Source: an optimization exercise on an open RTL-to-GDS flow (aim: a short achievable clock period and few clock cycles). Production flows keep margins and buffers that such runs may drop. Only simulation tests tie the RTL to the original design; equivalence was not proved. No activity file was given, so power comes from the tool's default toggle rates.

==> flow/design.v <==
package core_pkg;
    typedef logic [31:0] word_t;       
    typedef logic [31:0] inst_t;       
    typedef logic [4:0]  reg_addr_t;   
    localparam logic [6:0] OP_REG    = 7'b0110011;
    localparam logic [6:0] OP_IMM    = 7'b0010011;
    localparam logic [6:0] OP_LOAD   = 7'b0000011;
    localparam logic [6:0] OP_STORE  = 7'b0100011;
    localparam logic [6:0] OP_BRANCH = 7'b1100011;
endpackage
module fetch (
    input  logic            clk,
    input  logic            arst_n,
    input  logic            redirect,   
    input  core_pkg::word_t redir_pc,
    input  logic            upd,        
    input  logic [6:0]      upd_idx,    
    input  logic            upd_flip,   
    output core_pkg::word_t code_addr,
    input  core_pkg::inst_t code_data,
    output logic            d_valid,
    output core_pkg::word_t d_pc,
    output core_pkg::inst_t d_inst,
    output logic            d_pred      
);
    core_pkg::word_t pc;
    core_pkg::word_t pc_inc;
    logic [18:0]     hi_inc;
    logic [18:0]     hi_dec;
    logic [18:0]     hi;
    core_pkg::word_t pred_pc;
    logic [13:0]     lo_sum;
    logic            is_br;
    logic            pred;
    logic [127:0]    flip;
    assign code_addr = pc;
    assign is_br = (code_data[6:0] == core_pkg::OP_BRANCH) && (code_data[14:13] == 2'b00);
    assign pred  = is_br && (code_data[31] ^ flip[pc[8:2]]);
    ks_add #(.W(13), .L(4)) i_lo_add (
        .a(pc[12:0]),
        .b({code_data[31], code_data[7], code_data[30:25], code_data[11:8], 1'b0}),
        .cin(1'b0),
        .s(lo_sum[12:0]),
        .cout(lo_sum[13])
    );
    assign pc_inc  = pc + 32'd4;
    assign hi_inc  = pc[31:13] + 19'd1;
    assign hi_dec  = pc[31:13] - 19'd1;
    always_comb begin
        case ({code_data[31], lo_sum[13]})
            2'b00:   hi = pc[31:13];
            2'b01:   hi = hi_inc;
            2'b10:   hi = hi_dec;
            default: hi = pc[31:13];
        endcase
    end
    assign pred_pc = {hi, lo_sum[12:0]};
    always_ff @(posedge clk or negedge arst_n) begin
        if (!arst_n) begin
            pc <= '0;
        end else if (redirect) begin
            pc <= redir_pc;
        end else begin
            pc <= pred ? pred_pc : pc_inc;
        end
    end
    always_ff @(posedge clk or negedge arst_n) begin
        if (!arst_n) begin
            d_valid <= 1'b0;
        end else if (redirect) begin
            d_valid <= 1'b0;
        end else begin
            d_valid <= 1'b1;
        end
    end
    always_ff @(posedge clk) begin
        d_pc   <= pc;
        d_inst <= code_data;
        d_pred <= pred;
    end
    always_ff @(posedge clk or negedge arst_n) begin
        if (!arst_n) begin
            flip <= '0;
        end else if (upd) begin
            flip[upd_idx] <= upd_flip;
        end
    end
endmodule
module regfile (
    input  logic                clk,
    input  core_pkg::reg_addr_t rs1_addr,
    input  core_pkg::reg_addr_t rs2_addr,
    output core_pkg::word_t     rs1_data,
    output core_pkg::word_t     rs2_data,
    input  logic                we,         
    input  core_pkg::reg_addr_t wa,
    input  core_pkg::word_t     wd
);
    core_pkg::word_t regs [1:31];
    always_ff @(posedge clk) begin
        if (we) regs[wa] <= wd;
    end
    function automatic logic [31:0] read_port(logic [4:0] addr);
        if (addr == 5'd0) read_port = 32'd0;
        else if (we && wa == addr) read_port = wd;
        else read_port = regs[addr];
    endfunction
    always_comb begin
        rs1_data = read_port(rs1_addr);
        rs2_data = read_port(rs2_addr);
    end
endmodule
module decode (
    input  logic                clk,
    input  logic                arst_n,
    input  logic                d_valid,
    input  core_pkg::word_t     d_pc,
    input  core_pkg::inst_t     d_inst,
    input  logic                d_pred,
    input  logic                kill,       
    output core_pkg::reg_addr_t rs1_addr,
    output core_pkg::reg_addr_t rs2_addr,
    input  core_pkg::word_t     rs1_data,
    input  core_pkg::word_t     rs2_data,
    output logic                e_valid,
    output logic                e_wr,
    output logic                e_load,
    output logic                e_store,
    output core_pkg::reg_addr_t e_rd,
    output logic                e_br,
    output logic                e_pred,     
    output logic                e_sign,     
    output logic [6:0]          e_idx,      
    output logic                e_bne,
    output logic                e_chk,      
    output logic                e_k,        
    output logic                e_m8,       
    output core_pkg::word_t     e_alt,      
    output core_pkg::word_t     e_a,
    output core_pkg::word_t     e_b,
    output core_pkg::word_t     e_sd,
    output logic                e_sub,
    output logic                e_arith,
    output logic                e_and,
    output logic                e_or,
    output logic                e_xor,
    output logic                e_s_rr,
    output logic                e_s_mr,
    output logic                e_s_rm,
    output logic                e_s_mm,
    output logic                e_s_lr,
    output logic                e_s_rl,
    output logic                e_s_ll,
    output logic                e_fwd_sd
);
    logic [6:0] opcode;
    logic [2:0] funct3;
    logic [6:0] funct7;
    core_pkg::reg_addr_t rd;
    logic is_r, is_addi, is_lw, is_sw, is_br, ok;
    logic f7_zero;
    logic r_add, r_sub, r_and, r_or, r_xor;
    core_pkg::word_t imm_i, imm_s, imm_b;
    logic fwd_a, fwd_b, fwd_sd;
    assign opcode   = d_inst[6:0];
    assign rd       = d_inst[11:7];
    assign funct3   = d_inst[14:12];
    assign rs1_addr = d_inst[19:15];
    assign rs2_addr = d_inst[24:20];
    assign funct7   = d_inst[31:25];
    assign imm_i = {{20{d_inst[31]}}, d_inst[31:20]};
    assign imm_s = {{20{d_inst[31]}}, d_inst[31:25], d_inst[11:7]};
    assign imm_b = {{19{d_inst[31]}}, d_inst[31], d_inst[7], d_inst[30:25], d_inst[11:8], 1'b0};
    assign f7_zero = (funct7 == 7'h00);
    assign r_add = (funct3 == 3'b000) && f7_zero;
    assign r_sub = (funct3 == 3'b000) && (funct7 == 7'h20);
    assign r_xor = (funct3 == 3'b100) && f7_zero;
    assign r_or  = (funct3 == 3'b110) && f7_zero;
    assign r_and = (funct3 == 3'b111) && f7_zero;
    assign is_r    = (opcode == core_pkg::OP_REG) && (r_add || r_sub || r_xor || r_or || r_and);
    assign is_addi = (opcode == core_pkg::OP_IMM) && (funct3 == 3'b000);
    assign is_lw   = (opcode == core_pkg::OP_LOAD) && (funct3 == 3'b010);
    assign is_sw   = (opcode == core_pkg::OP_STORE) && (funct3 == 3'b010);
    assign is_br   = (opcode == core_pkg::OP_BRANCH) && (funct3[2:1] == 2'b00);
    assign ok      = d_valid && (is_r || is_addi || is_lw || is_sw || is_br);
    hazard_unit i_hazard_unit (
        .d_rs2_alu(is_r || is_br),
        .d_rs2_st(is_sw),
        .d_rs1(rs1_addr),
        .d_rs2(rs2_addr),
        .e_wr, .e_rd,
        .fwd_a, .fwd_b, .fwd_sd
    );
    always_ff @(posedge clk or negedge arst_n) begin
        if (!arst_n) begin
            e_valid <= 1'b0;
            e_wr    <= 1'b0;
            e_load  <= 1'b0;
            e_store <= 1'b0;
            e_br    <= 1'b0;
            e_chk   <= 1'b0;
        end else begin
            e_valid <= ok && !kill;
            e_wr    <= ok && !kill && (is_r || is_addi || is_lw) && (rd != 5'd0);
            e_load  <= ok && !kill && is_lw;
            e_store <= ok && !kill && is_sw;
            e_br    <= ok && !kill && is_br;
            e_chk   <= ok && !kill && is_br && (imm_b != 32'd4);
        end
    end
    always_ff @(posedge clk) begin
        e_rd     <= rd;
        e_pred   <= d_pred;
        e_sign   <= d_inst[31];
        e_idx    <= d_pc[8:2];
        e_bne    <= funct3[0];
        e_k      <= funct3[0] ^ d_pred;
        e_m8     <= (imm_b == 32'd8) && !d_pred;
        e_alt    <= d_pc + (d_pred ? 32'd4 : imm_b);
        e_a      <= rs1_data;
        e_b      <= (is_r || is_br) ? rs2_data : (is_sw ? imm_s : imm_i);
        e_sd     <= rs2_data;
        e_sub    <= is_r && r_sub;
        e_arith  <= !(is_r && (r_and || r_or || r_xor));
        e_and    <= is_r && r_and;
        e_or     <= is_r && r_or;
        e_xor    <= is_r && r_xor;
        e_s_rr   <= !fwd_a && !fwd_b;
        e_s_mr   <= fwd_a && !fwd_b && !e_load;
        e_s_rm   <= !fwd_a && fwd_b && !e_load;
        e_s_mm   <= fwd_a && fwd_b && !e_load;
        e_s_lr   <= fwd_a && !fwd_b && e_load;
        e_s_rl   <= !fwd_a && fwd_b && e_load;
        e_s_ll   <= fwd_a && fwd_b && e_load;
        e_fwd_sd <= fwd_sd;
    end
endmodule
module ks_add #(
    parameter int W = 32,
    parameter int L = 5      
) (
    input  logic [W-1:0] a,
    input  logic [W-1:0] b,
    input  logic         cin,
    output logic [W-1:0] s,
    output logic         cout
);
    logic [W-1:0] p;
    logic [W-1:0] g [0:L];
    logic [W-1:0] t [0:L];
    assign p = a ^ b;
    always_comb begin
        g[0]    = a & b;
        g[0][0] = (a[0] & b[0]) | (p[0] & cin);
        t[0]    = p;
    end
    for (genvar l = 0; l < L; l++) begin : g_lvl
        for (genvar i = 0; i < W; i++) begin : g_bit
            if (i >= (1 << l)) begin : g_op
                assign g[l+1][i] = g[l][i] | (t[l][i] & g[l][i - (1 << l)]);
                assign t[l+1][i] = t[l][i] & t[l][i - (1 << l)];
            end else begin : g_pass
                assign g[l+1][i] = g[l][i];
                assign t[l+1][i] = t[l][i];
            end
        end
    end
    assign s    = p ^ {g[L][W-2:0], cin};
    assign cout = g[L][W-1];
endmodule
module alu_lane (
    input  core_pkg::word_t x,
    input  core_pkg::word_t y,
    input  logic            sub,
    input  logic            arith,    
    input  logic            op_and,
    input  logic            op_or,
    input  logic            op_xor,
    output core_pkg::word_t r,
    output logic            eq
);
    core_pkg::word_t sum;
    logic            unused_cout;
    ks_add #(.W(32)) i_add (
        .a(x), .b(y ^ {32{sub}}), .cin(sub), .s(sum), .cout(unused_cout)
    );
    assign r  = ({32{arith}}  & sum)     |
                ({32{op_and}} & (x & y)) |
                ({32{op_or}}  & (x | y)) |
                ({32{op_xor}} & (x ^ y));
    assign eq = (x == y);
endmodule
module execute (
    input  logic            clk,
    input  logic            arst_n,
    input  logic            e_valid,
    input  logic            e_wr,
    input  logic            e_load,
    input  logic            e_store,
    input  core_pkg::reg_addr_t e_rd,
    input  logic            e_br,
    input  logic            e_pred,
    input  logic            e_sign,
    input  logic [6:0]      e_idx,
    input  logic            e_bne,
    input  logic            e_chk,
    input  logic            e_k,
    input  logic            e_m8,
    input  core_pkg::word_t e_alt,
    input  core_pkg::word_t e_a,
    input  core_pkg::word_t e_b,
    input  core_pkg::word_t e_sd,
    input  logic            e_sub,
    input  logic            e_arith,
    input  logic            e_and,
    input  logic            e_or,
    input  logic            e_xor,
    input  logic            e_s_rr,        
    input  logic            e_s_mr,        
    input  logic            e_s_rm,        
    input  logic            e_s_mm,        
    input  logic            e_s_lr,        
    input  logic            e_s_rl,        
    input  logic            e_s_ll,        
    input  logic            e_fwd_sd,
    input  logic            d_pred_live,   
    input  core_pkg::word_t data_rdata,
    output logic            kill,          
    output logic            redirect,      
    output core_pkg::word_t redir_pc,
    output logic            upd,
    output logic [6:0]      upd_idx,
    output logic            upd_flip,
    output core_pkg::word_t m_res,
    output core_pkg::word_t m_sd,
    output core_pkg::reg_addr_t m_rd,
    output logic            m_wr,
    output logic            m_load,
    output logic            m_we,
    output logic            m_re
);
    core_pkg::word_t r_rr, r_mr, r_rm, r_mm, r_lr, r_rl, r_ll;
    logic            eq_rr, eq_mr, eq_rm, eq_lr, eq_rl;
    core_pkg::word_t result;
    core_pkg::word_t sd;
    logic            eq;
    logic            wrong;
    alu_lane i_rr (.x(e_a),   .y(e_b),   .sub(e_sub), .arith(e_arith), .op_and(e_and),
                   .op_or(e_or), .op_xor(e_xor), .r(r_rr), .eq(eq_rr));
    alu_lane i_mr (.x(m_res), .y(e_b),   .sub(e_sub), .arith(e_arith), .op_and(e_and),
                   .op_or(e_or), .op_xor(e_xor), .r(r_mr), .eq(eq_mr));
    alu_lane i_rm (.x(e_a),   .y(m_res), .sub(e_sub), .arith(e_arith), .op_and(e_and),
                   .op_or(e_or), .op_xor(e_xor), .r(r_rm), .eq(eq_rm));
    alu_lane i_lr (.x(data_rdata), .y(e_b), .sub(e_sub), .arith(e_arith), .op_and(e_and),
                   .op_or(e_or), .op_xor(e_xor), .r(r_lr), .eq(eq_lr));
    alu_lane i_rl (.x(e_a), .y(data_rdata), .sub(e_sub), .arith(e_arith), .op_and(e_and),
                   .op_or(e_or), .op_xor(e_xor), .r(r_rl), .eq(eq_rl));
    assign r_mm = ({32{e_arith && !e_sub}} & {m_res[30:0], 1'b0}) |
                  ({32{e_and || e_or}}     & m_res);
    assign r_ll = ({32{e_arith && !e_sub}} & {data_rdata[30:0], 1'b0}) |
                  ({32{e_and || e_or}}     & data_rdata);
    assign result = ({32{e_s_rr}} & r_rr) | ({32{e_s_mr}} & r_mr) |
                    ({32{e_s_rm}} & r_rm) | ({32{e_s_mm}} & r_mm) |
                    ({32{e_s_lr}} & r_lr) | ({32{e_s_rl}} & r_rl) |
                    ({32{e_s_ll}} & r_ll);
    assign eq     = (e_s_rr && eq_rr) || (e_s_mr && eq_mr) || (e_s_rm && eq_rm) ||
                    (e_s_lr && eq_lr) || (e_s_rl && eq_rl) || e_s_mm || e_s_ll;
    assign sd = e_fwd_sd ? (m_load ? data_rdata : m_res) : e_sd;
    assign wrong    = eq ^ e_k;
    assign kill     = e_chk && wrong;
    assign redirect = e_chk && wrong && !(e_m8 && !d_pred_live);
    assign redir_pc = e_alt;
    assign upd      = e_br;
    assign upd_idx  = e_idx;
    assign upd_flip = eq ^ e_bne ^ e_sign;   
    always_ff @(posedge clk or negedge arst_n) begin
        if (!arst_n) begin
            m_wr   <= 1'b0;
            m_we   <= 1'b0;
            m_re   <= 1'b0;
        end else begin
            m_wr   <= e_wr;
            m_we   <= e_store;
            m_re   <= e_load;
        end
    end
    always_ff @(posedge clk) begin
        m_res  <= result;
        m_sd   <= sd;
        m_rd   <= e_rd;
        m_load <= e_load;
    end
endmodule
module memory (
    input  core_pkg::word_t     m_res,
    input  core_pkg::word_t     m_sd,
    input  core_pkg::reg_addr_t m_rd,
    input  logic                m_wr,
    input  logic                m_load,
    input  logic                m_we,
    input  logic                m_re,
    output core_pkg::word_t     data_addr,
    output core_pkg::word_t     data_wdata,
    output logic                data_we,
    output logic                data_re,
    input  core_pkg::word_t     data_rdata,
    output logic                rf_we,
    output core_pkg::reg_addr_t rf_wa,
    output core_pkg::word_t     rf_wd
);
    assign data_addr  = m_res;
    assign data_wdata = m_sd;
    assign data_we    = m_we;
    assign data_re    = m_re;
    assign rf_we = m_wr;
    assign rf_wa = m_rd;
    assign rf_wd = m_load ? data_rdata : m_res;
endmodule
module hazard_unit (
    input  logic                d_rs2_alu,   
    input  logic                d_rs2_st,    
    input  core_pkg::reg_addr_t d_rs1,
    input  core_pkg::reg_addr_t d_rs2,
    input  logic                e_wr,        
    input  core_pkg::reg_addr_t e_rd,
    output logic                fwd_a,
    output logic                fwd_b,
    output logic                fwd_sd
);
    logic hit1;
    logic hit2;
    assign hit1 = e_wr && (e_rd == d_rs1);
    assign hit2 = e_wr && (e_rd == d_rs2);
    assign fwd_a  = hit1;
    assign fwd_b  = hit2 && d_rs2_alu;
    assign fwd_sd = hit2 && d_rs2_st;
endmodule
module cpu (
    input  logic  clk,
    input  logic  arst_n,
    output core_pkg::word_t code_addr,
    input  core_pkg::inst_t code_data,
    output core_pkg::word_t data_addr,
    output core_pkg::word_t data_wdata,
    output logic  data_we,
    output logic  data_re,
    input  core_pkg::word_t data_rdata
);
    logic                d_valid;
    core_pkg::word_t     d_pc;
    core_pkg::inst_t     d_inst;
    logic                d_pred;
    logic                kill;
    logic                redirect;
    core_pkg::word_t     redir_pc;
    core_pkg::reg_addr_t rs1_addr;
    core_pkg::reg_addr_t rs2_addr;
    core_pkg::word_t     rs1_data;
    core_pkg::word_t     rs2_data;
    logic                e_valid, e_wr, e_load, e_store, e_br, e_pred, e_sign, e_bne, e_chk, e_k, e_m8;
    logic [6:0]          e_idx;
    logic                upd, upd_flip;
    logic [6:0]          upd_idx;
    core_pkg::reg_addr_t e_rd;
    core_pkg::word_t     e_alt, e_a, e_b, e_sd;
    logic                e_sub, e_arith, e_and, e_or, e_xor, e_fwd_sd;
    logic                e_s_rr, e_s_mr, e_s_rm, e_s_mm, e_s_lr, e_s_rl, e_s_ll;
    core_pkg::word_t     m_res, m_sd;
    core_pkg::reg_addr_t m_rd;
    logic                m_wr, m_load, m_we, m_re;
    logic                rf_we;
    core_pkg::reg_addr_t rf_wa;
    core_pkg::word_t     rf_wd;
    fetch i_fetch (
        .clk, .arst_n,
        .redirect, .redir_pc,
        .upd, .upd_idx, .upd_flip,
        .code_addr, .code_data,
        .d_valid, .d_pc, .d_inst, .d_pred
    );
    regfile i_regfile (
        .clk,
        .rs1_addr, .rs2_addr,
        .rs1_data, .rs2_data,
        .we(rf_we), .wa(rf_wa), .wd(rf_wd)
    );
    decode i_decode (
        .clk, .arst_n,
        .d_valid, .d_pc, .d_inst, .d_pred,
        .kill,
        .rs1_addr, .rs2_addr, .rs1_data, .rs2_data,
        .e_valid, .e_wr, .e_load, .e_store, .e_rd, .e_br, .e_pred, .e_sign, .e_idx, .e_bne, .e_chk, .e_k, .e_m8,
        .e_alt, .e_a, .e_b, .e_sd, .e_sub, .e_arith, .e_and, .e_or, .e_xor,
        .e_s_rr, .e_s_mr, .e_s_rm, .e_s_mm, .e_s_lr, .e_s_rl, .e_s_ll, .e_fwd_sd
    );
    execute i_execute (
        .clk, .arst_n,
        .e_valid, .e_wr, .e_load, .e_store, .e_rd, .e_br, .e_pred, .e_sign, .e_idx, .e_bne, .e_chk, .e_k, .e_m8,
        .e_alt, .e_a, .e_b, .e_sd, .e_sub, .e_arith, .e_and, .e_or, .e_xor,
        .e_s_rr, .e_s_mr, .e_s_rm, .e_s_mm, .e_s_lr, .e_s_rl, .e_s_ll, .e_fwd_sd,
        .d_pred_live(d_valid && d_pred),
        .data_rdata,
        .kill, .redirect, .redir_pc,
        .upd, .upd_idx, .upd_flip,
        .m_res, .m_sd, .m_rd, .m_wr, .m_load, .m_we, .m_re
    );
    memory i_memory (
        .m_res, .m_sd, .m_rd, .m_wr, .m_load, .m_we, .m_re,
        .data_addr, .data_wdata, .data_we, .data_re, .data_rdata,
        .rf_we, .rf_wa, .rf_wd
    );
endmodule
==> flow/flow/run.sh <==
#!/bin/bash
# Own layout flow: the standard flow (standard.sh) with three changes to how
# the layout is made:
#  - port buffers are buf_6 cells instead of the default delay-buffer cells,
#  - the resizer may change a cell's footprint (so it can swap those buffers),
#  - synthesis does not pre-map adders to full/half-adder cells, so ABC sees
#    the whole adder logic.
# Registers, their names and cell types come from the same synthesis script.
set -euo pipefail
bash standard.sh MATCH_CELL_FOOTPRINT=0 \
  "BUFFER_PORTS_ARGS=-buffer_cell sky130_fd_sc_hd__buf_6" \
  ADDER_MAP_FILE= \
  finish > flow_make.log 2>&1
==> flow/standard.sh <==
#!/bin/bash
# synth_recipe.tcl (not shown) runs the flow's synth.tcl, then flattens the netlist and writes it again
# the make line also repeats each setting of config.mk as NAME=value (left out here)
make -C /OpenROAD-flow-scripts/flow DESIGN_CONFIG=/design/flow/config.mk WORK_HOME=/design/flow/orfs CLKGATE_MAP_FILE= SYNTH_SCRIPT=/design/flow/synth_recipe.tcl "${@:-finish}"
==> flow/config.mk <==
export PLATFORM = sky130hd
export DESIGN_NAME = cpu
export DESIGN_NICKNAME = cpu
export VERILOG_FILES = /design/flow/design.v
export SDC_FILE = /design/flow/constraint.sdc
export NUM_CORES = 4
export LEC_CHECK = 0
export ABC_CLOCK_PERIOD_IN_PS = 1000
export CAP_MARGIN = 20
export CORE_MARGIN = 2
export CORE_UTILIZATION = 45
export PLACE_DENSITY = 0.65
export SETUP_SLACK_MARGIN = 4.0
export SLEW_MARGIN = 20
export TNS_END_PERCENT = 100
==> flow/constraint.sdc <==
create_clock -name core_clock -period 7.0 [get_ports {clk}]
set_input_delay 1.4000 -clock core_clock [delete_from_list [all_inputs] [get_ports {clk}]]
set_output_delay 1.4000 -clock core_clock [all_outputs]
set_load 0.01 [all_outputs]
==> impl_metrics.tcl, run 1 <==
set metrics [dict create \
    worstSetupStartpoint "i_decode.e_sub" \
    ys.warnings.count 434 \
    final.setup.tns_ps 0 \
    outcome "timing/DRC/antenna clean" \
    netlist.area_leader.share_pct 33.30 \
    maximum_operating_frequency_ghz 0.2404 \
    finalWirelength_um 371300 \
    rows 163 \
    netlist_area_mm2 0.08944 \
    core_mm2 0.1974 \
    cts-buffers-inserted 159 \
    finalMaxSlewViolations 0 \
    holdBufCountCts 0 \
    leakage_nw 38.39 \
    worst_hold_path_type "reg2reg" \
    power.density_cell_area_mw_per_mm2 264.6 \
    groute.usage.overall_pct 34.91 \
    relSlewSlack_pct 21.62 \
    vdd_drop_max_v 0.0003037 \
    synthToLayoutAreaGrowth_pct 21.69 \
    antenna_violations_before_repair 18 \
    path_clk_slew_ps 70 \
    detail_route.first_pass.iterations 10 \
    postRouteAntennaNets 0 \
    clock-root-buffer "sky130_fd_sc_hd__clkbuf_16" \
    tightest_slew_ps 1176 \
    clk_path_buf_depth 3 \
    shortest_period_the_worst_path_allows_ps 4159 \
    drive_above_1_share_pct 27.64 \
    fin_crit_sh_pct 59.42 \
    final_hold_viol_count 0 \
    highest_net_fanout_along_the_worst_path 8 \
    pin_count 164 \
    total_power_mw 28.80 \
    die_area_mm2 0.2023 \
    ys_ff_latch 1453 \
    dr_total_vias 80100 \
    dieHeight_um 449.8 \
    nets 8844 \
    synth_area_per_cell_um2 10.44 \
    tritoncts "built" \
    grt_start_max_net_pins 105 \
    gp_congestion 1.027 \
    timing.critical_path.required_ps 7700 \
    arrival_ps 4860 \
    syn_nets 8637 \
    global_route.overflow_total 0 \
    hold_path_start "i_fetch.d_pc[0]" \
    worstReg2RegStart "i_decode.e_sub" \
    cts_sinks 1453 \
    synthMostInstantiatedCell "sky130_fd_sc_hd__edfxtp_1" \
    synthFlopType "sky130_fd_sc_hd__edfxtp_1" \
    type_of_destination_of_the_critical_path "register" \
    vias_per_cell 6.930 \
    filler_cell_count 16450 \
    synth-edff-count 992 \
    die_width_um 449.8 \
    postPlaceCellArea_mm2 0.09436 \
    netlist_instances 8571 \
    synth.distinct_cells 105 \
    worstSkewPairLatency_ps 870 \
    place_hpwl_um 217900 \
    depth_of_the_cts_h_tree 4 \
    number_of_endpoints_failing_setup_at_the_final_stage 0 \
    synth.top_cells.by_count "992 x sky130_fd_sc_hd__edfxtp_1, 748 x sky130_fd_sc_hd__nor2_1, 653 x sky130_fd_sc_hd__nand2_1" \
    maxCapViolations 0 \
    synth_top_cell_by_area "sky130_fd_sc_hd__edfxtp_1" \
    setup.worst_path.start_class "register" \
    port_buffers 163 \
    via_count_of_the_first_global_routing_pass 75350 \
    grt_setup_unrepaired "yes" \
    async_flop_share_pct 11.63 \
    remaining_drc_errors 0 \
    grt_first_pass_wirelength_um 523400 \
    timing.hold.ws_ps 326.7 \
    start_util_pct 45.31 \
    yosys-top-cells-area "sky130_fd_sc_hd__edfxtp_1 33%, sky130_fd_sc_hd__mux4_2 10%, sky130_fd_sc_hd__dfxtp_1 6.5%, sky130_fd_sc_hd__dfrtp_1 4.7%, sky130_fd_sc_hd__xnor2_1 3.7%" \
    detail_route.wl_per_cell_um 32.12 \
    fin_skew_ps 72.61 \
    detailedRoute.firstIterationViolations 13000 \
    synth.yosys.seq_area_share_pct 44.57 \
    design_area_mm2 0.1088 \
    path_class "reg2reg" \
]
state kept, by name, indices dropped and copies added (netlist names), 5 cells and up:
register / cells
i_regfile.regs: 992
i_fetch.flip: 128
i_decode.e_a: 32
i_decode.e_alt: 32
i_decode.e_b: 32
i_decode.e_sd: 32
i_execute.m_res: 32
i_execute.m_sd: 32
i_fetch.d_inst: 32
i_fetch.d_pc: 32
i_fetch.pc: 32
i_decode.e_idx: 7
i_decode.e_rd: 5
i_execute.m_rd: 5
final cells by class:
| cell class | instances | area [µm²] | share of cell area [%] |
|---|---|---|---|
| inverter | 155 | 701.9 | 0.6449 |
| timing repair buffer | 845 | 9334 | 8.576 |
| multi-input combinational | 6157 | 50120 | 46.05 |
| sequential | 1453 | 40160 | 36.90 |
| tap | 2640 | 3303 | 3.035 |
| antenna | 6 | 15.01 | 0.01379 |
| clock inverter | 86 | 850.8 | 0.7817 |
| clock buffer | 209 | 4279 | 3.931 |
| timing repair inverter | 7 | 78.83 | 0.07242 |
final timing paths:
kind | endpoint | slack, ps | cells past startpoint
max | i_execute.m_res[31] | 2840 | 13
min | i_decode.e_alt[0] | 330 | 0
max reg2reg | i_execute.m_res[31] | 2840 | 13
min reg2reg | i_decode.e_alt[0] | 330 | 0
max in group asynchronous | i_fetch.pc[2] | 5020 | 2
min in group asynchronous | i_decode.e_chk | 690 | 1
layer usage:
layer  track usage, %  vias up  wire (µm)
li1                 -    33000          -
met1            44.47    39120     130900
met2            52.50     6380     161700
met3            9.198     1588      48230
met4            22.75       14      30360
met5          0.02367        -         86
cell families (layout without fill, tap and decap cells):
| logic type | Yosys count | in the layout | synth area share [%] |
|---|---|---|---|
| AO/OA/AOI/OAI | 2209 | 2209 | 16.01 |
| XOR/XNOR | 590 | 590 | 5.777 |
| adder cells (fa/ha/maj) | 109 | 109 | 1.223 |
| buffers and inverters | 970 | 1302 | 4.314 |
| flip-flops | 1453 | 1453 | 44.57 |
| multiplexers | 924 | 924 | 16.22 |
| other | 0 | 6 | 0 |
| AND/OR/NAND/NOR | 2316 | 2325 | 11.88 |
what timing repair did:
item | CTS | global route
endpoints found under the setup margin | 360 | 817
gates resized for setup | 749 | 321
pin swaps | 198 | 189
endpoints found under the hold margin | 0 | 0
buffers inserted | 260 | 163
cloned | 43 | 13
critical path: stages, from the launching register on:
cell and delay [ps]:
sky130_fd_sc_hd__dfxtp_4 450, sky130_fd_sc_hd__buf_12 190, sky130_fd_sc_hd__o22ai_1 140, sky130_fd_sc_hd__a211oi_2 300
sky130_fd_sc_hd__maj3_2 350, sky130_fd_sc_hd__a211o_4 190, sky130_fd_sc_hd__a311oi_4 130, sky130_fd_sc_hd__o311a_4 430
sky130_fd_sc_hd__o41ai_4 460, sky130_fd_sc_hd__o21ai_2 120, sky130_fd_sc_hd__a311oi_4 380, sky130_fd_sc_hd__maj3_2 280
sky130_fd_sc_hd__o221ai_2 90, sky130_fd_sc_hd__or4_1 510
layout by cell type (no fill, tap or decap), types with 142 or more instances in the layout:
master and n:
sky130_fd_sc_hd__edfxtp_1 992, sky130_fd_sc_hd__nor2_1 682, sky130_fd_sc_hd__nand2_1 624, sky130_fd_sc_hd__a21oi_1 580
sky130_fd_sc_hd__buf_4 452, sky130_fd_sc_hd__mux4_2 401, sky130_fd_sc_hd__xnor2_1 331, sky130_fd_sc_hd__mux2i_1 314
sky130_fd_sc_hd__o21ai_0 309, sky130_fd_sc_hd__buf_6 242, sky130_fd_sc_hd__dfxtp_1 207, sky130_fd_sc_hd__o22ai_1 203
sky130_fd_sc_hd__clkbuf_16 198, sky130_fd_sc_hd__xor2_1 186, sky130_fd_sc_hd__nand3_1 184, sky130_fd_sc_hd__nor3_1 156
sky130_fd_sc_hd__o221ai_1 152, sky130_fd_sc_hd__dfrtp_1 150, sky130_fd_sc_hd__mux2_2 142
report_power, final:
part | internal (mW) | switching, mW
clock network | 4.75 | 3.69
registers | 10.1 | 0.714
logic | 3.75 | 5.83
through the flow:
step                cells  utilization (%)  worst slack, ps
global placement    10780            47.80             1651
floorplan            8571                -             2699
detailed placement  10780            47.80             1681
global route        11560            55.13             2764
finish              11560            55.13             2841
CTS                 11380            53.58             2989
Testbench counts, summed over its fixed seeds: cycles 119,548.
==> run 2: changes to the inputs <==
--- a/flow/design.v
+++ b/flow/design.v
@@ -142,3 +142,14 @@
     output logic                e_sub,
-    output logic                e_arith,
+    output logic                e_logic,
+    output logic                e_fa_m,
+    output logic                e_fa_l,
+    output logic                e_fb_m,
+    output logic                e_fb_l,
+    output logic                e_a_rr,
+    output logic                e_a_mr,
+    output logic                e_a_rm,
+    output logic                e_a_mm,
+    output logic                e_a_lr,
+    output logic                e_a_rl,
+    output logic                e_a_ll,
     output logic                e_and,
@@ -164,2 +175,3 @@
     logic fwd_a, fwd_b, fwd_sd;
+    logic arith;
     assign opcode   = d_inst[6:0];
@@ -185,2 +197,3 @@
     assign ok      = d_valid && (is_r || is_addi || is_lw || is_sw || is_br);
+    assign arith = !(is_r && (r_and || r_or || r_xor));
     hazard_unit i_hazard_unit (
@@ -223,3 +236,14 @@
         e_sub    <= is_r && r_sub;
-        e_arith  <= !(is_r && (r_and || r_or || r_xor));
+        e_logic  <= is_r && (r_and || r_or || r_xor);
+        e_fa_m   <= fwd_a && !e_load;
+        e_fa_l   <= fwd_a && e_load;
+        e_fb_m   <= fwd_b && !e_load;
+        e_fb_l   <= fwd_b && e_load;
+        e_a_rr   <= arith && !fwd_a && !fwd_b;
+        e_a_mr   <= arith && fwd_a && !fwd_b && !e_load;
+        e_a_rm   <= arith && !fwd_a && fwd_b && !e_load;
+        e_a_mm   <= arith && !(is_r && r_sub) && fwd_a && fwd_b && !e_load;
+        e_a_lr   <= arith && fwd_a && !fwd_b && e_load;
+        e_a_rl   <= arith && !fwd_a && fwd_b && e_load;
+        e_a_ll   <= arith && !(is_r && r_sub) && fwd_a && fwd_b && e_load;
         e_and    <= is_r && r_and;
@@ -274,11 +298,6 @@
     input  logic            sub,
-    input  logic            arith,    
-    input  logic            op_and,
-    input  logic            op_or,
-    input  logic            op_xor,
-    output core_pkg::word_t r,
+    output core_pkg::word_t sum,
     output logic            eq
 );
-    core_pkg::word_t sum;
-    logic            unused_cout;
+    logic unused_cout;
     ks_add #(.W(32)) i_add (
@@ -286,6 +305,2 @@
     );
-    assign r  = ({32{arith}}  & sum)     |
-                ({32{op_and}} & (x & y)) |
-                ({32{op_or}}  & (x | y)) |
-                ({32{op_xor}} & (x ^ y));
     assign eq = (x == y);
@@ -313,3 +328,3 @@
     input  logic            e_sub,
-    input  logic            e_arith,
+    input  logic            e_logic,       
     input  logic            e_and,
@@ -317,2 +332,6 @@
     input  logic            e_xor,
+    input  logic            e_fa_m,        
+    input  logic            e_fa_l,        
+    input  logic            e_fb_m,
+    input  logic            e_fb_l,
     input  logic            e_s_rr,        
@@ -324,2 +343,9 @@
     input  logic            e_s_ll,        
+    input  logic            e_a_rr,
+    input  logic            e_a_mr,
+    input  logic            e_a_rm,
+    input  logic            e_a_mm,        
+    input  logic            e_a_lr,
+    input  logic            e_a_rl,
+    input  logic            e_a_ll,
     input  logic            e_fwd_sd,
@@ -341,4 +367,5 @@
 );
-    core_pkg::word_t r_rr, r_mr, r_rm, r_mm, r_lr, r_rl, r_ll;
+    core_pkg::word_t r_rr, r_mr, r_rm, r_lr, r_rl;
     logic            eq_rr, eq_mr, eq_rm, eq_lr, eq_rl;
+    core_pkg::word_t op_a, op_b, lg;
     core_pkg::word_t result;
@@ -347,20 +374,19 @@
     logic            wrong;
-    alu_lane i_rr (.x(e_a),   .y(e_b),   .sub(e_sub), .arith(e_arith), .op_and(e_and),
-                   .op_or(e_or), .op_xor(e_xor), .r(r_rr), .eq(eq_rr));
-    alu_lane i_mr (.x(m_res), .y(e_b),   .sub(e_sub), .arith(e_arith), .op_and(e_and),
-                   .op_or(e_or), .op_xor(e_xor), .r(r_mr), .eq(eq_mr));
-    alu_lane i_rm (.x(e_a),   .y(m_res), .sub(e_sub), .arith(e_arith), .op_and(e_and),
-                   .op_or(e_or), .op_xor(e_xor), .r(r_rm), .eq(eq_rm));
-    alu_lane i_lr (.x(data_rdata), .y(e_b), .sub(e_sub), .arith(e_arith), .op_and(e_and),
-                   .op_or(e_or), .op_xor(e_xor), .r(r_lr), .eq(eq_lr));
-    alu_lane i_rl (.x(e_a), .y(data_rdata), .sub(e_sub), .arith(e_arith), .op_and(e_and),
-                   .op_or(e_or), .op_xor(e_xor), .r(r_rl), .eq(eq_rl));
-    assign r_mm = ({32{e_arith && !e_sub}} & {m_res[30:0], 1'b0}) |
-                  ({32{e_and || e_or}}     & m_res);
-    assign r_ll = ({32{e_arith && !e_sub}} & {data_rdata[30:0], 1'b0}) |
-                  ({32{e_and || e_or}}     & data_rdata);
-    assign result = ({32{e_s_rr}} & r_rr) | ({32{e_s_mr}} & r_mr) |
-                    ({32{e_s_rm}} & r_rm) | ({32{e_s_mm}} & r_mm) |
-                    ({32{e_s_lr}} & r_lr) | ({32{e_s_rl}} & r_rl) |
-                    ({32{e_s_ll}} & r_ll);
+    alu_lane i_rr (.x(e_a),        .y(e_b),        .sub(e_sub), .sum(r_rr), .eq(eq_rr));
+    alu_lane i_mr (.x(m_res),      .y(e_b),        .sub(e_sub), .sum(r_mr), .eq(eq_mr));
+    alu_lane i_rm (.x(e_a),        .y(m_res),      .sub(e_sub), .sum(r_rm), .eq(eq_rm));
+    alu_lane i_lr (.x(data_rdata), .y(e_b),        .sub(e_sub), .sum(r_lr), .eq(eq_lr));
+    alu_lane i_rl (.x(e_a),        .y(data_rdata), .sub(e_sub), .sum(r_rl), .eq(eq_rl));
+    assign op_a = ({32{!e_fa_m && !e_fa_l}} & e_a) | ({32{e_fa_m}} & m_res) |
+                  ({32{e_fa_l}} & data_rdata);
+    assign op_b = ({32{!e_fb_m && !e_fb_l}} & e_b) | ({32{e_fb_m}} & m_res) |
+                  ({32{e_fb_l}} & data_rdata);
+    assign lg   = ({32{e_and}} & (op_a & op_b)) | ({32{e_or}} & (op_a | op_b)) |
+                  ({32{e_xor}} & (op_a ^ op_b));
+    assign result = ({32{e_a_rr}} & r_rr) | ({32{e_a_mr}} & r_mr) |
+                    ({32{e_a_rm}} & r_rm) | ({32{e_a_lr}} & r_lr) |
+                    ({32{e_a_rl}} & r_rl) |
+                    ({32{e_a_mm}} & {m_res[30:0], 1'b0}) |
+                    ({32{e_a_ll}} & {data_rdata[30:0], 1'b0}) |
+                    ({32{e_logic}} & lg);
     assign eq     = (e_s_rr && eq_rr) || (e_s_mr && eq_mr) || (e_s_rm && eq_rm) ||
@@ -465,3 +491,5 @@
     core_pkg::word_t     e_alt, e_a, e_b, e_sd;
-    logic                e_sub, e_arith, e_and, e_or, e_xor, e_fwd_sd;
+    logic                e_sub, e_logic, e_and, e_or, e_xor, e_fwd_sd;
+    logic                e_fa_m, e_fa_l, e_fb_m, e_fb_l;
+    logic                e_a_rr, e_a_mr, e_a_rm, e_a_mm, e_a_lr, e_a_rl, e_a_ll;
     logic                e_s_rr, e_s_mr, e_s_rm, e_s_mm, e_s_lr, e_s_rl, e_s_ll;
@@ -492,3 +520,5 @@
         .e_valid, .e_wr, .e_load, .e_store, .e_rd, .e_br, .e_pred, .e_sign, .e_idx, .e_bne, .e_chk, .e_k, .e_m8,
-        .e_alt, .e_a, .e_b, .e_sd, .e_sub, .e_arith, .e_and, .e_or, .e_xor,
+        .e_alt, .e_a, .e_b, .e_sd, .e_sub, .e_logic, .e_and, .e_or, .e_xor,
+        .e_fa_m, .e_fa_l, .e_fb_m, .e_fb_l,
+        .e_a_rr, .e_a_mr, .e_a_rm, .e_a_mm, .e_a_lr, .e_a_rl, .e_a_ll,
         .e_s_rr, .e_s_mr, .e_s_rm, .e_s_mm, .e_s_lr, .e_s_rl, .e_s_ll, .e_fwd_sd
@@ -498,3 +528,5 @@
         .e_valid, .e_wr, .e_load, .e_store, .e_rd, .e_br, .e_pred, .e_sign, .e_idx, .e_bne, .e_chk, .e_k, .e_m8,
-        .e_alt, .e_a, .e_b, .e_sd, .e_sub, .e_arith, .e_and, .e_or, .e_xor,
+        .e_alt, .e_a, .e_b, .e_sd, .e_sub, .e_logic, .e_and, .e_or, .e_xor,
+        .e_fa_m, .e_fa_l, .e_fb_m, .e_fb_l,
+        .e_a_rr, .e_a_mr, .e_a_rm, .e_a_mm, .e_a_lr, .e_a_rl, .e_a_ll,
         .e_s_rr, .e_s_mr, .e_s_rm, .e_s_mm, .e_s_lr, .e_s_rl, .e_s_ll, .e_fwd_sd,
==> run 2 against run 1 <==
Cell area fell by 4.2%. Global-route usage is 1.8 points lower. Sequential share of layout area is 1.8 points higher. Critical path depth up 4. Highest routed layer unchanged. Sequential cell count is 11 higher. Final cell count shrank 7.5%. Worst setup slack improved by 33 ps.
==> impl_metrics.tcl, run 2 <==
set metrics [dict create \
    highest_net_fanout_along_the_worst_path 20 \
    shortest_period_the_worst_path_allows_ps 4126 \
    port_buffers 163 \
    worstSkewPairLatency_ps 840 \
    path_class "reg2reg" \
    final_hold_viol_count 0 \
    final.setup.tns_ps 0 \
    outcome "timing/DRC/antenna clean" \
    worstReg2RegStart "i_decode.e_sub" \
    synth_top_cell_by_area "sky130_fd_sc_hd__edfxtp_1" \
    vdd_drop_max_v 0.0003014 \
    synthMostInstantiatedCell "sky130_fd_sc_hd__edfxtp_1" \
    start_util_pct 45.16 \
    relSlewSlack_pct 14.29 \
    worst_reg2reg_setup_slack_ps 2870 \
    ff2ff_path_depth 17 \
    dr_total_vias 72650 \
    power.density_cell_area_mw_per_mm2 263.1 \
    min_delay_path_depth 0 \
    tightest_slew_ps 1278 \
    synth.top_cells.by_count "992 x sky130_fd_sc_hd__edfxtp_1, 709 x sky130_fd_sc_hd__nand2_1, 592 x sky130_fd_sc_hd__nor2_1" \
    worst_hold_path_type "reg2reg" \
    hold_path_start "i_fetch.d_pc[0]" \
    type_of_destination_of_the_critical_path "register" \
    worst_r2r_endpoint "i_execute.m_res[31]" \
    setup.worst_path.start_class "register" \
    clk_path_buf_depth 3 \
    dieHeight_um 442.7 \
    layout_common_cells "992 x sky130_fd_sc_hd__edfxtp_1, 684 x sky130_fd_sc_hd__nand2_1, 534 x sky130_fd_sc_hd__nor2_1, 415 x sky130_fd_sc_hd__mux4_2, 408 x sky130_fd_sc_hd__a21oi_1" \
    netlist.area_leader.share_pct 34.40 \
    arrival_ps 4810 \
    core_mm2 0.1918 \
    largest_registers "i_regfile.regs: 992 flops, i_fetch.flip: 128 flops" \
    depth_of_the_cts_h_tree 4 \
    postRouteAntennaNets 0 \
    holdBufCountCts 0 \
    synthFlopType "sky130_fd_sc_hd__edfxtp_1" \
    tritoncts "built" \
    grt_first_pass_wirelength_um 479100 \
    largest-register "i_regfile.regs" \
    synth.yosys.seq_area_share_pct 46.29 \
    place_ws_ps 1752 \
    grt_start_max_net_pins 103 \
    nets 8100 \
    antenna_violations_before_repair 10 \
    maximum_operating_frequency_ghz 0.2424 \
    finalMaxSlewViolations 0 \
    total_power_mw 27.44 \
    postPlaceCellArea_mm2 0.09131 \
    timing.hold.ws_ps 327.0 \
    fin_crit_sh_pct 58.95 \
    finalCoreUtilization_pct 54.38 \
    synth_area_per_cell_um2 11.01 \
    die_area_mm2 0.1960 \
    remaining_drc_errors 0 \
    min_to "i_decode.e_alt[0]" \
    number_of_flip_flops_under_the_largest_register_name 992 \
    pin_count 164 \
    detail_route.first_pass.iterations 7 \
    ys.warnings.count 434 \
    fin_skew_ps 73.29 \
    path_clk_slew_ps 60 \
    cts-buffers-inserted 158 \
    rows 161 \
    detail_route.wl_per_cell_um 31.71 \
    timing.critical_path.required_ps 7680 \
    gp_congestion 0.9649 \
    yosys-top-cells-area "sky130_fd_sc_hd__edfxtp_1 34%, sky130_fd_sc_hd__mux4_2 11%, sky130_fd_sc_hd__dfxtp_1 7.0%, sky130_fd_sc_hd__dfrtp_1 4.9%, sky130_fd_sc_hd__xnor2_1 3.9%" \
    detailedRoute.firstIterationViolations 10080 \
    filler_cell_count 15820 \
    number_of_endpoints_failing_setup_at_the_final_stage 0 \
    finalNonFillerCells 10700 \
    cell_count_after_placement 10030 \
    final_common_cell "sky130_fd_sc_hd__edfxtp_1" \
    groute.usage.overall_pct 33.10 \
    final_critical_path_setup_slack_ps 2874 \
    synthToLayoutAreaGrowth_pct 20.44 \
    ys_ff_latch 1464 \
    design_area_mm2 0.1043 \
    synth.distinct_cells 119 \
    place_hpwl_um 200500 \
    leakage_nw 36.66 \
    global_route.overflow_total 0 \
    vias_per_cell 6.792 \
    finalWirelength_um 339100 \
    synth-edff-count 992 \
    maxCapViolations 0 \
    via_count_of_the_first_global_routing_pass 68160 \
    cts_sinks 1464 \
    grt_setup_unrepaired "yes" \
    clock-root-buffer "sky130_fd_sc_hd__clkbuf_16" \
    drive_above_1_share_pct 27.78 \
    die_width_um 442.7 \
    netlist_area_mm2 0.08660 \
    async_flop_share_pct 11.54 \
    syn_nets 7931 \
    netlist_instances 7865 \
]
run 2: cell types whose count changed after synthesis, moves of 43 or more:
cell                       before  now
sky130_fd_sc_hd__nor3_1       183  110
sky130_fd_sc_hd__nand2_1      653  709
sky130_fd_sc_hd__o22ai_1      217  110
sky130_fd_sc_hd__a22oi_1       50  117
sky130_fd_sc_hd__a21oi_1      640  457
sky130_fd_sc_hd__nor2_1       748  592
sky130_fd_sc_hd__and2_1        80   35
sky130_fd_sc_hd__o21ai_0      440  397
sky130_fd_sc_hd__clkbuf_1     536  398
run 2: how the worst max path moves through the flow:
stage / start / end / depth (start not counted)
after floorplan: code_data[8] / i_fetch.pc[30] / 13
after global placement: i_execute.m_res[0] / i_execute.m_res[28] / 16
after detailed placement: i_fetch.pc[2] / i_fetch.pc[30] / 13
after CTS: i_decode.e_sub / i_execute.m_res[30] / 17
after global routing: i_fetch.pc[2] / i_fetch.pc[30] / 13
final: i_decode.e_sub / i_execute.m_res[31] / 17
run 2: where the power goes:
| group | internal [mW] | leakage [nW] | switching (mW) |
|---|---|---|---|
| logic | 3.22 | 20.7 | 4.97 |
| registers | 10.2 | 13.5 | 0.811 |
| clock network | 4.63 | 2.47 | 3.65 |
run 2: area by class of cell:
cell class	instances	area, µm²	area share [%]
multi-input cells	5533	46930	44.99
flip-flops and latches	1464	40340	38.68
repair buffers	702	8059	7.727
clock buffers	202	4302	4.124
well taps	2526	3161	3.030
clock inverters	86	740.7	0.7102
inverters	173	733.2	0.7030
diodes	8	20.02	0.01919
repair inverters	2	16.27	0.01560
run 2: per-layer routing:
metal	track usage [%]	up-vias	share of wire [%]
li1	-	30170	-
met1	42.91	36080	36
met2	50.83	5203	45
met3	7.686	1197	12
met4	19.41	6	7.1
met5	0	-	0.012
run 2: what timing repair did:
item,in CTS,in global routing
gates resized for setup,566,383
cloned,50,15
endpoints found under the setup margin,953,266
setup buffers,188,114
pin swaps,138,148
run 2: logic make-up after synthesis:
group / count (synthesis) / synth area share, %
DFF: 1464 / 46.29
AOI/OAI and AO/OA: 1825 / 13.89
adders and majority gates: 112 / 1.300
buffers and inverters: 878 / 4.304
xor gates and xnor gates: 607 / 6.252
and+or+nand+nor: 2032 / 10.73
muxes: 947 / 17.23
run 2: critical path, stage by stage (launching register included):
cell and delay (ps):
sky130_fd_sc_hd__dfxtp_4 360, sky130_fd_sc_hd__buf_12 160, sky130_fd_sc_hd__buf_12 130, sky130_fd_sc_hd__buf_16 150, sky130_fd_sc_hd__nor2b_1 180, sky130_fd_sc_hd__or2_2 330, sky130_fd_sc_hd__nand2_1 120, sky130_fd_sc_hd__o211ai_1 110
sky130_fd_sc_hd__a311o_1 380, sky130_fd_sc_hd__o21ai_4 270, sky130_fd_sc_hd__nand2_2 190, sky130_fd_sc_hd__a21oi_2 280, sky130_fd_sc_hd__maj3_2 250, sky130_fd_sc_hd__o21ai_2 90, sky130_fd_sc_hd__o2bb2ai_1 150, sky130_fd_sc_hd__maj3_2 320
sky130_fd_sc_hd__xnor2_1 130, sky130_fd_sc_hd__a221o_1 340
Testbench counts of run 2, summed over its fixed seeds: cycles 119,548.
==> run 3: changes to the inputs <==
--- a/flow/design.v
+++ b/flow/design.v
@@ -35,12 +35,10 @@
     logic [127:0]    flip;
+    logic            fb;         
+    logic [6:0]      seq_idx;    
     assign code_addr = pc;
     assign is_br = (code_data[6:0] == core_pkg::OP_BRANCH) && (code_data[14:13] == 2'b00);
-    assign pred  = is_br && (code_data[31] ^ flip[pc[8:2]]);
-    ks_add #(.W(13), .L(4)) i_lo_add (
-        .a(pc[12:0]),
-        .b({code_data[31], code_data[7], code_data[30:25], code_data[11:8], 1'b0}),
-        .cin(1'b0),
-        .s(lo_sum[12:0]),
-        .cout(lo_sum[13])
-    );
+    assign pred  = is_br && (code_data[31] ^ fb);
+    assign seq_idx = pc[8:2] + 7'd1;
+    assign lo_sum  = {1'b0, pc[12:0]} +
+                     {1'b0, code_data[31], code_data[7], code_data[30:25], code_data[11:8], 1'b0};
     assign pc_inc  = pc + 32'd4;
@@ -48,10 +46,5 @@
     assign hi_dec  = pc[31:13] - 19'd1;
-    always_comb begin
-        case ({code_data[31], lo_sum[13]})
-            2'b00:   hi = pc[31:13];
-            2'b01:   hi = hi_inc;
-            2'b10:   hi = hi_dec;
-            default: hi = pc[31:13];
-        endcase
-    end
+    assign hi = ({19{!code_data[31] &&  lo_sum[13]}} & hi_inc) |
+                ({19{ code_data[31] && !lo_sum[13]}} & hi_dec) |
+                ({19{code_data[31] == lo_sum[13]}}   & pc[31:13]);
     assign pred_pc = {hi, lo_sum[12:0]};
@@ -82,2 +75,9 @@
         if (!arst_n) begin
+            fb <= 1'b0;
+        end else begin
+            fb <= !redirect && !pred && flip[seq_idx];
+        end
+    end
+    always_ff @(posedge clk or negedge arst_n) begin
+        if (!arst_n) begin
             flip <= '0;
@@ -138,2 +138,7 @@
     output core_pkg::word_t     e_alt,      
+    output logic                e_addi,     
+    output core_pkg::word_t     e_nimm,     
+    output logic                dz,         
+    output logic                dz_k,       
+    output core_pkg::word_t     d_alt,      
     output core_pkg::word_t     e_a,
@@ -198,2 +203,6 @@
     assign arith = !(is_r && (r_and || r_or || r_xor));
+    assign dz    = ok && is_br && (imm_b != 32'd4) && e_addi &&
+                   ((rs2_addr == 5'd0) ? (rs1_addr == e_rd) : ((rs1_addr == 5'd0) && (rs2_addr == e_rd)));
+    assign dz_k  = funct3[0] ^ d_pred;
+    assign d_alt = d_pc + (d_pred ? 32'd4 : imm_b);
     hazard_unit i_hazard_unit (
@@ -214,2 +223,3 @@
             e_chk   <= 1'b0;
+            e_addi  <= 1'b0;
         end else begin
@@ -220,3 +230,4 @@
             e_br    <= ok && !kill && is_br;
-            e_chk   <= ok && !kill && is_br && (imm_b != 32'd4);
+            e_chk   <= ok && !kill && is_br && (imm_b != 32'd4) && !dz;
+            e_addi  <= ok && !kill && is_addi && (rd != 5'd0);
         end
@@ -231,5 +242,6 @@
         e_m8     <= (imm_b == 32'd8) && !d_pred;
-        e_alt    <= d_pc + (d_pred ? 32'd4 : imm_b);
+        e_alt    <= d_alt;
+        e_nimm   <= 32'd0 - imm_i;
         e_a      <= rs1_data;
-        e_b      <= (is_r || is_br) ? rs2_data : (is_sw ? imm_s : imm_i);
+        e_b      <= (is_r || is_br) ? (rs2_data ^ {32{is_r && r_sub}}) : (is_sw ? imm_s : imm_i);
         e_sd     <= rs2_data;
@@ -297,3 +309,4 @@
     input  core_pkg::word_t y,
-    input  logic            sub,
+    input  logic            inv,      
+    input  logic            cin,      
     output core_pkg::word_t sum,
@@ -303,3 +316,3 @@
     ks_add #(.W(32)) i_add (
-        .a(x), .b(y ^ {32{sub}}), .cin(sub), .s(sum), .cout(unused_cout)
+        .a(x), .b(y ^ {32{inv}}), .cin(cin), .s(sum), .cout(unused_cout)
     );
@@ -352,2 +365,6 @@
     input  logic            d_pred_live,   
+    input  core_pkg::word_t e_nimm,
+    input  logic            dz,
+    input  logic            dz_k,
+    input  core_pkg::word_t d_alt,
     input  core_pkg::word_t data_rdata,
@@ -367,5 +384,3 @@
 );
-    core_pkg::word_t r_rr, r_mr, r_rm, r_lr, r_rl;
-    logic            eq_rr, eq_mr, eq_rm, eq_lr, eq_rl;
-    core_pkg::word_t op_a, op_b, lg;
+    core_pkg::word_t op_a, op_b, lg, sum;
     core_pkg::word_t result;
@@ -374,26 +389,26 @@
     logic            wrong;
-    alu_lane i_rr (.x(e_a),        .y(e_b),        .sub(e_sub), .sum(r_rr), .eq(eq_rr));
-    alu_lane i_mr (.x(m_res),      .y(e_b),        .sub(e_sub), .sum(r_mr), .eq(eq_mr));
-    alu_lane i_rm (.x(e_a),        .y(m_res),      .sub(e_sub), .sum(r_rm), .eq(eq_rm));
-    alu_lane i_lr (.x(data_rdata), .y(e_b),        .sub(e_sub), .sum(r_lr), .eq(eq_lr));
-    alu_lane i_rl (.x(e_a),        .y(data_rdata), .sub(e_sub), .sum(r_rl), .eq(eq_rl));
+    logic            z;
+    logic            e_kill;
+    logic            e_redirect;
+    logic            d_redirect;
+    logic            unused_cout;
     assign op_a = ({32{!e_fa_m && !e_fa_l}} & e_a) | ({32{e_fa_m}} & m_res) |
                   ({32{e_fa_l}} & data_rdata);
-    assign op_b = ({32{!e_fb_m && !e_fb_l}} & e_b) | ({32{e_fb_m}} & m_res) |
-                  ({32{e_fb_l}} & data_rdata);
+    assign op_b = ({32{!e_fb_m && !e_fb_l}} & e_b) |
+                  ({32{e_fb_m}} & (m_res ^ {32{e_sub}})) |
+                  ({32{e_fb_l}} & (data_rdata ^ {32{e_sub}}));
+    ks_add #(.W(32)) i_add (.a(op_a), .b(op_b), .cin(e_sub), .s(sum), .cout(unused_cout));
     assign lg   = ({32{e_and}} & (op_a & op_b)) | ({32{e_or}} & (op_a | op_b)) |
                   ({32{e_xor}} & (op_a ^ op_b));
-    assign result = ({32{e_a_rr}} & r_rr) | ({32{e_a_mr}} & r_mr) |
-                    ({32{e_a_rm}} & r_rm) | ({32{e_a_lr}} & r_lr) |
-                    ({32{e_a_rl}} & r_rl) |
-                    ({32{e_a_mm}} & {m_res[30:0], 1'b0}) |
-                    ({32{e_a_ll}} & {data_rdata[30:0], 1'b0}) |
-                    ({32{e_logic}} & lg);
-    assign eq     = (e_s_rr && eq_rr) || (e_s_mr && eq_mr) || (e_s_rm && eq_rm) ||
-                    (e_s_lr && eq_lr) || (e_s_rl && eq_rl) || e_s_mm || e_s_ll;
+    assign result = e_logic ? lg : sum;
+    assign eq     = (op_a == op_b);   
     assign sd = e_fwd_sd ? (m_load ? data_rdata : m_res) : e_sd;
-    assign wrong    = eq ^ e_k;
-    assign kill     = e_chk && wrong;
-    assign redirect = e_chk && wrong && !(e_m8 && !d_pred_live);
-    assign redir_pc = e_alt;
+    assign wrong      = eq ^ e_k;
+    assign e_kill     = e_chk && wrong;
+    assign e_redirect = e_chk && wrong && !(e_m8 && !d_pred_live);
+    assign z          = (op_a == e_nimm);
+    assign d_redirect = dz && (z ^ dz_k) && !e_kill;
+    assign kill     = e_kill;
+    assign redirect = e_redirect || d_redirect;
+    assign redir_pc = e_redirect ? e_alt : d_alt;
     assign upd      = e_br;
@@ -491,2 +506,4 @@
     core_pkg::word_t     e_alt, e_a, e_b, e_sd;
+    logic                e_addi, dz, dz_k;
+    core_pkg::word_t     e_nimm, d_alt;
     logic                e_sub, e_logic, e_and, e_or, e_xor, e_fwd_sd;
@@ -518,2 +535,3 @@
         .kill,
+        .e_addi, .e_nimm, .dz, .dz_k, .d_alt,
         .rs1_addr, .rs2_addr, .rs1_data, .rs2_data,
@@ -533,2 +551,3 @@
         .d_pred_live(d_valid && d_pred),
+        .e_nimm, .dz, .dz_k, .d_alt,
         .data_rdata,
==> flow/run.sh (new file) <==
#!/bin/bash
# synth_recipe.tcl (not shown) runs the flow's synth.tcl, then flattens the netlist and writes it again
# the make line also repeats each setting of config.mk as NAME=value (left out here)
make -C /OpenROAD-flow-scripts/flow DESIGN_CONFIG=/design/flow/config.mk WORK_HOME=/design/flow/orfs CLKGATE_MAP_FILE= SYNTH_SCRIPT=/design/flow/synth_recipe.tcl finish
--- a/flow/config.mk
+++ b/flow/config.mk
@@ -7,8 +7,7 @@
 export LEC_CHECK = 0
-export ABC_CLOCK_PERIOD_IN_PS = 1000
+export ABC_CLOCK_PERIOD_IN_PS = 2400
 export CAP_MARGIN = 20
 export CORE_MARGIN = 2
-export CORE_UTILIZATION = 45
-export PLACE_DENSITY = 0.65
-export SETUP_SLACK_MARGIN = 4.0
+export CORE_UTILIZATION = 40
+export SETUP_SLACK_MARGIN = 4.6
 export SLEW_MARGIN = 20
removed: flow/flow/run.sh
removed: flow/standard.sh
==> run 3 against run 2 <==
Clock skew is 3.3 ps higher. Synthesized area is 17% lower. Worst setup slack better by 140 ps. Sequential share of layout area is 2.9 points higher. Via count is 25% lower. Critical path type is now in2reg. Largest cell class is now registers. Largest power group unchanged.
==> impl_metrics.tcl, run 3 <==
set metrics [dict create \
    maximum_operating_frequency_ghz 0.2506 \
    largest-register "i_regfile.regs" \
    synth.distinct_cells 81 \
    core_mm2 0.1782 \
    arrival_ps 4710 \
    via_count_of_the_first_global_routing_pass 51850 \
    netlist_area_mm2 0.07160 \
    vias_per_cell 6.481 \
    gr-max-usage-layer "met2" \
    tightest_slew_ps 1156 \
    worstSkewPairLatency_ps 850 \
    path_class "in2reg" \
    hold_path_start "i_decode.e_store" \
    filler_cell_count 13850 \
    synth_top_cell_by_area "sky130_fd_sc_hd__edfxtp_1" \
    grt.met1_usage_pct 40.03 \
    worstSetupStartpoint "data_rdata[12]" \
    depth_of_the_cts_h_tree 4 \
    fin_skew_ps 76.62 \
    shortest_period_the_worst_path_allows_ps 3991 \
    detail_route.first_pass.iterations 6 \
    holdBufCountCts 0 \
    synth_area_per_cell_um2 13.97 \
    dr_total_vias 54420 \
    pin_count 164 \
    synthMostInstantiatedCell "sky130_fd_sc_hd__edfxtp_1" \
    ys_ff_latch 1465 \
    drive_above_1_share_pct 42.23 \
    final_common_cell "sky130_fd_sc_hd__edfxtp_1" \
    fin_crit_sh_pct 57.01 \
    critical-path-top-cell-by-count "sky130_fd_sc_hd__buf_12" \
    detail_route.wl_per_cell_um 33.67 \
    synthFlopType "sky130_fd_sc_hd__edfxtp_1" \
    postRouteAntennaNets 0 \
    leakage_nw 34.94 \
    multi_input_comb_area_mm2 0.03546 \
    gp_congestion 0.8916 \
    highest_net_fanout_along_the_worst_path 8 \
    largest_registers "i_regfile.regs: 992 flops, i_fetch.flip: 128 flops" \
    clock-root-buffer "sky130_fd_sc_hd__clkbuf_16" \
    netlist.area_leader.share_pct 41.60 \
    postPlaceCellArea_mm2 0.07673 \
    global_route.overflow_total 0 \
    timing.critical_path.required_ps 7720 \
    finalCoreUtilization_pct 54.53 \
    relSlewSlack_pct 22.91 \
    regArea_mm2 0.04039 \
    final_hold_viol_count 0 \
    ys.warnings.count 327 \
    layout_common_cells "992 x sky130_fd_sc_hd__edfxtp_1, 488 x sky130_fd_sc_hd__mux4_2, 366 x sky130_fd_sc_hd__buf_4, 269 x sky130_fd_sc_hd__mux2i_1, 256 x sky130_fd_sc_hd__nand2_1" \
    dieHeight_um 427.1 \
    die_width_um 427.1 \
    grt_start_max_net_pins 94 \
    die_area_mm2 0.1824 \
    critical_path.max_stage_delay_ps 380 \
    grt_setup_unrepaired "yes" \
    syn_nets 5314 \
    antenna_violations_before_repair 14 \
    grt_first_pass_wirelength_um 388700 \
    maxCapViolations 0 \
    finalMaxSlewViolations 0 \
    power.density_cell_area_mw_per_mm2 261.3 \
    clk_path_buf_depth 3 \
    start_util_pct 40.18 \
    worst_hold_path_type "reg2reg" \
    groute.usage.overall_pct 30.00 \
    gr-usage-met2_pct 45.62 \
    number_of_endpoints_failing_setup_at_the_final_stage 0 \
    detailedRoute.firstIterationViolations 7659 \
    place_hpwl_um 144300 \
    type_of_destination_of_the_critical_path "register" \
    synth.yosys.seq_area_share_pct 56.02 \
    number_of_flip_flops_under_the_largest_register_name 992 \
    total_power_mw 25.40 \
    port_buffers 163 \
    synth.top_cells.by_count "992 x sky130_fd_sc_hd__edfxtp_1, 488 x sky130_fd_sc_hd__mux4_2, 312 x sky130_fd_sc_hd__nor2_1" \
    vdd_drop_max_v 0.0002656 \
    final.setup.tns_ps 0 \
    nets 6094 \
    synth-edff-count 992 \
    design_area_mm2 0.09719 \
    finalWirelength_um 282800 \
    netlist_instances 5127 \
    rows 155 \
    worstReg2RegStart "i_decode.e_sub" \
    cts_sinks 1465 \
    worstPathCellList "dlygate4sd2_1, xor2_1, a221o_1, ha_4, nor4_4, nand4_1, nor2_4, xor2_2, nand2_2, buf_6, buf_12, a21oi_4, buf_12, buf_12, clkbuf_16, a2111o_1, o221a_2" \
    grt_use_met3_pct 7.058 \
    path_clk_slew_ps 60 \
    setup.worst_path.start_class "input port" \
    async_flop_share_pct 11.67 \
    cts-buffers-inserted 158 \
    remaining_drc_errors 0 \
    critPathSlowestCell "sky130_fd_sc_hd__a221o_1" \
    outcome "timing/DRC/antenna clean" \
    yosys-top-cells-area "sky130_fd_sc_hd__edfxtp_1 42%, sky130_fd_sc_hd__mux4_2 15%, sky130_fd_sc_hd__dfxtp_1 8.4%, sky130_fd_sc_hd__dfrtp_1 6.0%, sky130_fd_sc_hd__mux2i_1 4.1%" \
    synthToLayoutAreaGrowth_pct 35.73 \
    tritoncts "built" \
]
run 3: cell count changes after synthesis, moves of 102 or more:
cell,previous run,this run
sky130_fd_sc_hd__a22o_1,5,133
sky130_fd_sc_hd__mux2_2,202,48
sky130_fd_sc_hd__xor2_1,219,110
sky130_fd_sc_hd__a22oi_1,117,11
sky130_fd_sc_hd__o21ai_0,397,167
sky130_fd_sc_hd__maj3_1,108,0
sky130_fd_sc_hd__a21oi_1,457,249
sky130_fd_sc_hd__nor2_1,592,312
sky130_fd_sc_hd__ha_1,0,117
sky130_fd_sc_hd__nand3_1,178,47
sky130_fd_sc_hd__clkbuf_1,398,280
sky130_fd_sc_hd__a211oi_1,76,178
sky130_fd_sc_hd__nand2_1,709,270
sky130_fd_sc_hd__xnor2_1,381,66
run 3: timing repair:
| action | CTS | global route |
|---|---|---|
| gates cloned | 83 | 18 |
| pin swaps | 290 | 277 |
| buffers inserted | 446 | 170 |
| resized for setup | 1651 | 453 |
| endpoints found under the setup margin | 1608 | 751 |
run 3: report_power, final:
group | total (mW) | internal (mW) | leakage [nW] | switching [mW]
Combinational | 6.36 | 2.65 | 18.8 | 3.71
Clock | 8.40 | 4.70 | 2.51 | 3.70
Sequential | 10.6 | 10.3 | 13.6 | 0.357
run 3: per-stage QoR:
stage	setup slack [ps]	cells	hold WS, ps
after detailed placement	1120	7385	337.8
after floorplan	2654	5127	330.5
after global routing	2956	8396	373.0
after global placement	1220	7385	333.5
after CTS	3151	8205	360.0
final	3009	8397	361.7
run 3: metal layers:
metal	vias up	wire, µm
met3	863	34180
met2	3742	127100
met5	-	0
met1	27960	103200
met4	0	18210
li1	21850	-
run 3: path summary, 6_finish.rpt:
| path | end | slack (ps) | cells after the start |
|---|---|---|---|
| worst max-delay path | i_fetch.pc[12] | 3010 | 17 |
| worst min-delay path | i_execute.m_we | 360 | 0 |
| worst max register to register | i_fetch.pc[12] | 3030 | 19 |
| worst min register to register | i_execute.m_we | 360 | 0 |
| max in group asynchronous | i_fetch.flip[11] | 5120 | 2 |
| min in group asynchronous | i_fetch.flip[70] | 700 | 1 |
run 3: final cells by class:
cell class | instances | area share [%]
diodes | 4 | 0.01030
clock buffers | 223 | 4.532
clock inverters | 68 | 0.7943
inverters | 124 | 0.5240
multi-input cells | 3177 | 36.48
flip-flops and latches | 1465 | 41.56
well taps | 2355 | 3.032
repair buffers | 981 | 13.07
run 3: worst max-delay path: cells and delay by family:
family	cells	cell delay, ps
buf+inv	6	920
xor+xnor	2	340
fa+ha+maj	1	270
simple gates	4	890
compound gates	4	860
run 3: logic make-up after synthesis:
kind of cell / share of synthesized area (%)
AO/OA/AOI/OAI: 10.50
XOR/XNOR: 2.153
adder cells (fa/ha/maj): 2.156
buffers and inverters: 2.703
flip-flops: 56.02
multiplexers: 20.21
AND/OR/NAND/NOR: 6.250
Testbench counts of run 3, summed over its fixed seeds: cycles 117,417.

what the ideal ports hide:
The results above use ideal ports. As a check the final layouts listed here were re-extracted and re-timed, cells and wires unchanged.
Step 1, drivers: a clkbuf_16 drives clk and a buf_2 each remaining input, both assumed.
Step 2 times the ports against the registers' clock, not the clock port: input delays grow and output delays shrink by t, the midpoint of the rising clock arrivals with the driver on.
a / b / c = ideal / step 1 / step 2; a / b = the first two.
run | shift t [ns] | slack for setup (ns) | worst slew at a driven data input, ns
run 1 | 0.929 | 2.841 / 2.752 / 1.823 | 0.31
run 2 | 0.891 | 2.874 / 2.874 / 2.082 | 0.18
run 3 | 0.895 | 3.009 / 3.033 / 2.139 | 0.17
After both steps setup and hold are still met in every run listed. For run 1, which loses most, drivers alone change the setup slack by -0.089 ns; drivers and shift together by -1.018 ns.
